What follows belongs to an exercise in optimizing a design on an open flow for small area, a short achievable clock period and few clock cycles per item; a production flow would make more cautious choices.
At most, simulation tests tie the RTL to the original design; equivalence was not proved.
Power is estimated from default activity; no workload was simulated.

== run Z ==
==> flow/design.v <==
`default_nettype none
package sprw_pkg;
    typedef logic [8-1:0]             byte_t;
    typedef logic [16-1:0]             lane_t;
    typedef logic [32-1:0]             word_t;
    typedef logic [4*16-1:0] lanes_t;
    typedef enum logic [3:0] {
        LANE_PASS = 4'd0,
        LANE_ADD  = 4'd1,
        LANE_SUB  = 4'd2,
        LANE_MOVE = 4'd3,
        LANE_MAX  = 4'd4,
        LANE_MIN  = 4'd5,
        LANE_AND  = 4'd6,
        LANE_OR   = 4'd7,
        LANE_XOR  = 4'd8,
        LANE_NAND = 4'd9,
        LANE_NOR  = 4'd10,
        LANE_XNOR = 4'd11
    } lane_fn_t;
    typedef enum logic [2:0] {
        RED_NONE = 3'd0,
        RED_SUM  = 3'd1,
        RED_MAX  = 3'd2,
        RED_MIN  = 3'd3,
        RED_XOR  = 3'd4
    } red_fn_t;
endpackage
`default_nettype wire
`timescale 1ns/1ps
`default_nettype none
module sprw_top (
    input  logic        clk,
    input  logic        rstn,
    input  logic        in_valid,
    input  logic [31:0] ra,
    input  logic [31:0] rb,
    input  logic [4:0]  op1,
    input  logic [2:0]  op2,
    output logic        out_valid,
    output logic [31:0] result
);
    function automatic logic [9:0] add10(input logic [9:0] x, input logic [9:0] y, input logic ci);
        logic c;
        c = ci;
        for (int j = 0; j < 10; j++) begin
            add10[j] = x[j] ^ y[j] ^ c;
            c = (x[j] & y[j]) | (c & (x[j] ^ y[j]));
        end
    endfunction
    function automatic logic gt10(input logic [9:0] x, input logic [9:0] y);
        logic g;
        g = 1'b0;
        for (int j = 0; j < 10; j++)
            g = (x[j] & ~y[j]) | (~(x[j] ^ y[j]) & g);
        gt10 = g;
    endfunction
    logic lg, f_add, f_sub, f_max, f_min, f_move, f_arith, sub_m, sign, sat, rsign;
    assign lg      = op1[4] & op1[3];
    assign f_add   = ~lg & (op1[2:0] == 3'b001);
    assign f_sub   = ~lg & (op1[2:0] == 3'b010);
    assign f_max   = ~lg & (op1[2:0] == 3'b101);
    assign f_min   = ~lg & (op1[2:0] == 3'b110);
    assign f_move  = ~lg & (op1[2:0] == 3'b011);
    assign f_arith = f_add | f_sub;
    assign sub_m   = f_sub | f_max | f_min;
    assign sign    = lg ? 1'b0 :
                     (f_arith | f_max | f_min) ? ~op1[4] :
                     (~op2[2] & (op2 != 3'b000));
    assign sat     = ~lg & op1[3];
    assign rsign   = ~op2[2];
    logic [9:0] l [4];
    always_comb begin
        for (int i = 0; i < 4; i++) begin
            logic [7:0] a, b, x, lb;
            logic [9:0] ea, eb, r, rc;
            a  = ra[8*i +: 8];
            b  = rb[8*i +: 8];
            ea = {{2{sign & a[7]}}, a};
            eb = {{2{sign & b[7]}}, b};
            r  = add10(ea, eb ^ {10{sub_m}}, sub_m);
            rc = r;
            if (sat) begin
                if (sign) begin
                    if (~r[9] & (r[8] | r[7]))
                        rc = 10'h07f;
                    else if (r[9] & ~(r[8] & r[7]))
                        rc = 10'h380;
                end else begin
                    if (r[9])
                        rc = 10'h000;
                    else if (r[8])
                        rc = 10'h0ff;
                end
            end
            if (f_max)
                x = r[9] ? b : a;
            else if (f_min)
                x = r[9] ? a : b;
            else if (f_move)
                x = b;
            else
                x = a;
            case (op1[2:0])
                3'b111:  lb = a & b;
                3'b000:  lb = a | b;
                3'b001:  lb = a ^ b;
                3'b010:  lb = ~(a & b);
                3'b011:  lb = ~(a | b);
                3'b100:  lb = ~(a ^ b);
                default: lb = a;
            endcase
            if (lg)
                l[i] = {2'b00, lb};
            else if (f_arith)
                l[i] = rc;
            else
                l[i] = {{2{sign & x[7]}}, x};
        end
    end
    logic [9:0] q [4];
    logic       q_valid, q_sat;
    logic [2:0] q_op2;
    always_ff @(posedge clk) begin
        q_valid <= rstn & in_valid;
        q_sat   <= sat;
        q_op2   <= op2;
        for (int i = 0; i < 4; i++)
            q[i] <= l[i];
    end
    logic r_sign, r_sat;
    assign r_sign = ~q_op2[2];
    assign r_sat  = q_sat;
    logic [11:0] ssum;
    logic [2:0]  ncnt;
    logic [31:0] sum_w;
    logic [7:0]  xr;
    logic [31:0] pk;
    assign ssum = {{2{q[0][9]}}, q[0]} + {{2{q[1][9]}}, q[1]}
                + {{2{q[2][9]}}, q[2]} + {{2{q[3][9]}}, q[3]};
    assign ncnt = 3'(q[0][9]) + 3'(q[1][9]) + 3'(q[2][9]) + 3'(q[3][9]);
    always_comb begin
        if (r_sign) begin
            sum_w = {{20{ssum[11]}}, ssum};
            if (r_sat) begin
                if (~ssum[11] & (|ssum[10:7]))
                    sum_w = 32'd127;
                else if (ssum[11] & ~(&ssum[10:7]))
                    sum_w = 32'hffffff80;
            end
        end else begin
            sum_w = {13'd0, ncnt - 3'(ssum[11]), {4{ssum[11]}}, ssum};
            if (r_sat && (ncnt != 3'd0 || ssum[10:8] != 3'd0))
                sum_w = 32'd255;
        end
    end
    assign xr = q[0][7:0] ^ q[1][7:0] ^ q[2][7:0] ^ q[3][7:0];
    assign pk = {q[3][7:0], q[2][7:0], q[1][7:0], q[0][7:0]};
    logic [9:0] k [4];
    logic       mn, s01, s23, sf;
    logic [9:0] w01, w23, wf;
    always_comb begin
        for (int i = 0; i < 4; i++)
            k[i] = {q[i][9] ^ r_sign, q[i][8:0]};
    end
    assign mn  = q_op2[0];
    assign s01 = gt10(k[1], k[0]) ^ mn;
    assign s23 = gt10(k[3], k[2]) ^ mn;
    assign w01 = s01 ? q[1] : q[0];
    assign w23 = s23 ? q[3] : q[2];
    assign sf  = gt10({w23[9] ^ r_sign, w23[8:0]}, {w01[9] ^ r_sign, w01[8:0]}) ^ mn;
    assign wf  = sf ? w23 : w01;
    logic [31:0] red;
    always_comb begin
        case (q_op2)
            3'b001, 3'b101: red = sum_w;
            3'b010, 3'b110,
            3'b011, 3'b111: red = {{16{r_sign & wf[9]}}, {6{wf[9]}}, wf};
            3'b100:         red = {24'd0, xr};
            default:        red = pk;
        endcase
    end
    always_ff @(posedge clk) begin
        out_valid <= rstn & q_valid;
        result    <= red;
    end
endmodule
`default_nettype wire
make LEC_CHECK=0 CAP_MARGIN=20 CORE_MARGIN=2 CORE_UTILIZATION=40 SLEW_MARGIN=20 finish   # period 6.5 ns
run.sh (not shown) runs the stock make flow with config.mk's settings and CLKGATE_MAP_FILE= SYNTH_SCRIPT=/design/flow/synth_recipe.tcl, a recipe that flattens the netlist after the stock synthesis.
The inputs of run R differ from those of run Z as listed below.
--- a/flow/design.v
+++ b/flow/design.v
@@ -38,25 +38,10 @@
     input  logic [4:0]  op1,
     input  logic [2:0]  op2,
     output logic        out_valid,
     output logic [31:0] result
 );
-    function automatic logic [9:0] add10(input logic [9:0] x, input logic [9:0] y, input logic ci);
-        logic c;
-        c = ci;
-        for (int j = 0; j < 10; j++) begin
-            add10[j] = x[j] ^ y[j] ^ c;
-            c = (x[j] & y[j]) | (c & (x[j] ^ y[j]));
-        end
-    endfunction
-    function automatic logic gt10(input logic [9:0] x, input logic [9:0] y);
-        logic g;
-        g = 1'b0;
-        for (int j = 0; j < 10; j++)
-            g = (x[j] & ~y[j]) | (~(x[j] ^ y[j]) & g);
-        gt10 = g;
-    endfunction
     logic lg, f_add, f_sub, f_max, f_min, f_move, f_arith, sub_m, sign, sat, rsign;
     assign lg      = op1[4] & op1[3];
     assign f_add   = ~lg & (op1[2:0] == 3'b001);
     assign f_sub   = ~lg & (op1[2:0] == 3'b010);
     assign f_max   = ~lg & (op1[2:0] == 3'b101);
@@ -76,11 +61,11 @@
             logic [9:0] ea, eb, r, rc;
             a  = ra[8*i +: 8];
             b  = rb[8*i +: 8];
             ea = {{2{sign & a[7]}}, a};
             eb = {{2{sign & b[7]}}, b};
-            r  = add10(ea, eb ^ {10{sub_m}}, sub_m);
+            r  = ea + (eb ^ {10{sub_m}}) + {9'd0, sub_m};
             rc = r;
             if (sat) begin
                 if (sign) begin
                     if (~r[9] & (r[8] | r[7]))
                         rc = 10'h07f;
@@ -162,15 +147,15 @@
     always_comb begin
         for (int i = 0; i < 4; i++)
             k[i] = {q[i][9] ^ r_sign, q[i][8:0]};
     end
     assign mn  = q_op2[0];
-    assign s01 = gt10(k[1], k[0]) ^ mn;
-    assign s23 = gt10(k[3], k[2]) ^ mn;
+    assign s01 = (k[1] > k[0]) ^ mn;
+    assign s23 = (k[3] > k[2]) ^ mn;
     assign w01 = s01 ? q[1] : q[0];
     assign w23 = s23 ? q[3] : q[2];
-    assign sf  = gt10({w23[9] ^ r_sign, w23[8:0]}, {w01[9] ^ r_sign, w01[8:0]}) ^ mn;
+    assign sf  = (({w23[9] ^ r_sign, w23[8:0]}) > ({w01[9] ^ r_sign, w01[8:0]})) ^ mn;
     assign wf  = sf ? w23 : w01;
     logic [31:0] red;
     always_comb begin
         case (q_op2)
             3'b001, 3'b101: red = sum_w;
Notes after the runs:
- Run R has wire length after detailed routing above what run Z had.
- Relative to run Z, the chip width measured on run R has increased by a few percent.
- After synthesis and placement, the instance count of run R is above that of run Z.
- Comparing run R and run Z, the lower final core area utilization is on run R.
- Between run R and run Z, it is run R whose shortest period the worst path allows is lower, by 0.77 ns.
- When the final numbers for run R and run Z were put side by side, the combinational cell fraction of total power turned out to be smaller in run Z.
- Run R vs run Z — wire length of the first global-routing pass rose about 16%.
- Minimum hold slack (higher): run R
- Comparing run R and run Z, the lower total power draw was measured on run Z.
- On setup slack, run R does better than run Z.
- In the reports for run R and run Z, the larger non-clock buffer share of cell area belongs to run Z.
- Cmp run R and run Z / clock-buffer cell count / higher: run Z
Testbench counts of run R, summed over its fixed seeds: cycles 16,008, items 16,000.
For run Z, only the layout was checked, not whether the RTL still works.

* * *

## P
Another version of the RTL of sprw_top (not shown whole).
Size: roughly 1500 cells after synthesis, roughly 190 flip-flops, ~10000 um^2 of cells after synthesis.
export LEC_CHECK = 0
export CAP_MARGIN = 20
export CORE_MARGIN = 2
export CORE_UTILIZATION = 40
export SETUP_SLACK_MARGIN = 3
export SLEW_MARGIN = 20
create_clock -name core_clock -period 6.5 [get_ports {clk}]
standard.sh (not shown) runs the stock make flow with config.mk's settings and CLKGATE_MAP_FILE= SYNTH_SCRIPT=/design/flow/synth_recipe.tcl, a recipe that flattens the netlist after the stock synthesis.
==> flow/flow/run.sh <==
#!/bin/bash
set -euo pipefail
W=$PWD
BUF=$(cat $W/flow/port_buffer)
cat > $W/my_synth.tcl <<EOS
proc extract_fa {args} { puts "extract_fa skipped by flow/run.sh" }
proc abc {args} {
  set i [lsearch -exact \$args -script]
  if {\$i >= 0} { lset args [expr {\$i + 1}] $W/flow/abc.script }
  yosys abc {*}\$args
}
EOS
cat $W/synth_recipe.tcl >> $W/my_synth.tcl
bash $W/standard.sh SYNTH_SCRIPT=$W/my_synth.tcl "BUFFER_PORTS_ARGS=-buffer_cell $BUF" finish > $W/standard.log 2>&1
==> flow/flow/abc.script <==
strash
dc2
dch -f
map
topo
buffer -c
upsize -c
dnsize -c
==> flow/flow/port_buffer <==
sky130_fd_sc_hd__buf_1
Testbench counts of P, summed over its fixed seeds: cycles 16,024, items 16,000.
The inputs of Q differ from those of P as listed below.
diff --git a/flow/design.v b/flow/design.v
--- a/flow/design.v
+++ b/flow/design.v
@@ -156,51 +156,50 @@
     logic       q_valid, q_sat;
     logic [2:0] q_op2;
     always_ff @(posedge clk) begin
         q_valid <= rstn & p_valid;
         q_sat   <= sat;
         q_op2   <= p_op2;
         for (int i = 0; i < 4; i++)
             q[i] <= l[i];
     end
     logic        q_rsign;
-    logic [11:0] x [4];
-    logic [11:0] s1, c1, s2, c2, ssum;
+    logic [10:0] x [4];
+    logic [10:0] s1, c1, s2, c2;
     logic [2:0]  ncnt;
     logic [7:0]  xr;
     logic [9:0]  k [4];
     logic        s01, s23;
     logic [9:0]  w01, w23;
     logic [31:0] m_nxt;
     assign q_rsign = ~q_op2[2];
     always_comb begin
         for (int i = 0; i < 4; i++)
-            x[i] = {{2{q[i][9]}}, q[i]};
+            x[i] = {2'b00, q[i][8:0]};
         s1 = x[0] ^ x[1] ^ x[2];
-        c1 = {(x[0][10:0] & x[1][10:0]) | (x[0][10:0] & x[2][10:0]) | (x[1][10:0] & x[2][10:0]), 1'b0};
+        c1 = {(x[0][9:0] & x[1][9:0]) | (x[0][9:0] & x[2][9:0]) | (x[1][9:0] & x[2][9:0]), 1'b0};
         s2 = s1 ^ c1 ^ x[3];
-        c2 = {(s1[10:0] & c1[10:0]) | (s1[10:0] & x[3][10:0]) | (c1[10:0] & x[3][10:0]), 1'b0};
-    end
-    assign ssum = pfx_add(s2, c2, 1'b0);
+        c2 = {(s1[9:0] & c1[9:0]) | (s1[9:0] & x[3][9:0]) | (c1[9:0] & x[3][9:0]), 1'b0};
+    end
     assign ncnt = 3'(q[0][9]) + 3'(q[1][9]) + 3'(q[2][9]) + 3'(q[3][9]);
     assign xr = q[0][7:0] ^ q[1][7:0] ^ q[2][7:0] ^ q[3][7:0];
     always_comb begin
         for (int i = 0; i < 4; i++)
             k[i] = {q[i][9] ^ q_rsign, q[i][8:0]};
     end
-    assign s01 = pfx_gt(k[1], k[0]) ^ q_op2[0];
-    assign s23 = pfx_gt(k[3], k[2]) ^ q_op2[0];
-    assign w01 = s01 ? q[1] : q[0];
-    assign w23 = s23 ? q[3] : q[2];
+    assign s01 = pfx_gt(k[1], k[0]);
+    assign s23 = pfx_gt(k[3], k[2]);
+    assign w01 = s01 ? (q_op2[0] ? q[0] : q[1]) : (q_op2[0] ? q[1] : q[0]);
+    assign w23 = s23 ? (q_op2[0] ? q[2] : q[3]) : (q_op2[0] ? q[3] : q[2]);
     always_comb begin
         case (q_op2)
-            3'b001, 3'b101: m_nxt = {17'd0, ncnt, ssum};
+            3'b001, 3'b101: m_nxt = {8'd0, ncnt, c2[10:1], s2};
             3'b010, 3'b110,
             3'b011, 3'b111: m_nxt = {12'd0, w23, w01};
             3'b100:         m_nxt = {24'd0, xr};
             default:        m_nxt = {q[3][7:0], q[2][7:0], q[1][7:0], q[0][7:0]};
         endcase
     end
     logic [31:0] m;
     logic        m_valid, m_mm, m_sum, m_sat, m_rsign, m_mn;
     always_ff @(posedge clk) begin
         m_valid <= rstn & q_valid;
@@ -210,39 +209,41 @@
         m_sat   <= q_sat;
         m_rsign <= q_rsign;
         m_mn    <= q_op2[0];
     end
     logic [9:0]  v01, v23, wf;
     logic        sf;
     logic [31:0] red;
     logic [11:0] msum;
     logic [2:0]  mcnt;
     logic [31:0] sum_w;
-    assign msum = m[11:0];
-    assign mcnt = m[14:12];
+    logic [10:0] usum;
+    assign mcnt = m[23:21];
+    assign usum = 11'(pfx_add({1'b0, m[10:0]}, {1'b0, m[20:11], 1'b0}, 1'b0));
+    assign msum = {3'({1'b0, usum[10:9]} - mcnt), usum[8:0]};
     always_comb begin
         if (m_rsign) begin
             sum_w = {{20{msum[11]}}, msum};
             if (m_sat) begin
                 if (~msum[11] & (|msum[10:7]))
                     sum_w = 32'd127;
                 else if (msum[11] & ~(&msum[10:7]))
                     sum_w = 32'hffffff80;
             end
         end else begin
             sum_w = {13'd0, mcnt - 3'(msum[11]), {4{msum[11]}}, msum};
             if (m_sat && (mcnt != 3'd0 || msum[10:8] != 3'd0))
                 sum_w = 32'd255;
         end
     end
     assign v01 = m[9:0];
     assign v23 = m[19:10];
-    assign sf  = pfx_gt({v23[9] ^ m_rsign, v23[8:0]}, {v01[9] ^ m_rsign, v01[8:0]}) ^ m_mn;
-    assign wf  = sf ? v23 : v01;
+    assign sf  = pfx_gt({v23[9] ^ m_rsign, v23[8:0]}, {v01[9] ^ m_rsign, v01[8:0]});
+    assign wf  = sf ? (m_mn ? v01 : v23) : (m_mn ? v23 : v01);
     assign red = m_mm  ? {{16{m_rsign & wf[9]}}, {6{wf[9]}}, wf} :
                  m_sum ? sum_w : m;
     always_ff @(posedge clk) begin
         out_valid <= rstn & m_valid;
         result    <= red;
     end
 endmodule
 `default_nettype wire
==> comparison <==
Re final cycle utilization of the critical path: P was higher than Q. On total nets after synthesis, P tracks Q almost exactly. Q against P: synthesized area up about 2.3%; clock group share of total power now sits higher. On critical-path maximum fanout, the higher figure sits with Q, not P. Taking P as the reference, in Q number of optimization iterations in the first detailed-route pass level; sequential cell area in the final layout level. Compared with P, in Q cell area went up by 2.2%; global-route wire length before repair was more or less identical; first-iteration DRC count went down by about 10%; worst setup slack went up by 51 ps; total power went down by 3.1%.
Function not checked in Q: the RTL went through the layout flow alone.

## port drivers added, routing unchanged
The flow's constraints put no driver on any port. The routed layouts listed below were extracted and timed again, unchanged, in two steps.
Step 1: set_driving_cell puts a clkbuf_16 on clk and a buf_2 on each other input, an assumption about the parent block.
Step 2 adds t to the input delays and takes it off the output delays; t is the mean of the earliest and latest rising clock arrival at the registers after step 1. Input paths then give back, and output paths get back, about the clock's delay inside the block.
Three values: ideal ports, drivers, drivers and shift; two values: the first two.
run | shift t [ns] | setup slack, ns | hold WS [ns] | pins driven straight from the clock port
run Z | 0.399 | 0.236 / 0.257 / -0.142 | 0.438 / 0.438 / 0.438 | 1
run R | 0.399 | 1.003 / 1.003 / 0.698 | 0.442 / 0.442 / 0.442 | 1
P | 0.489 | 3.234 / 3.234 / 3.234 | 0.330 / 0.330 / 0.330 | 1
Q | 0.473 | 3.286 / 3.286 / 3.286 | 0.328 / 0.328 / 0.328 | 1
With both steps, setup timing fails in run Z, where it was met with ideal ports. For run Z, which loses most, drivers alone change the setup slack by +0.021 ns; drivers and shift together by -0.378 ns.
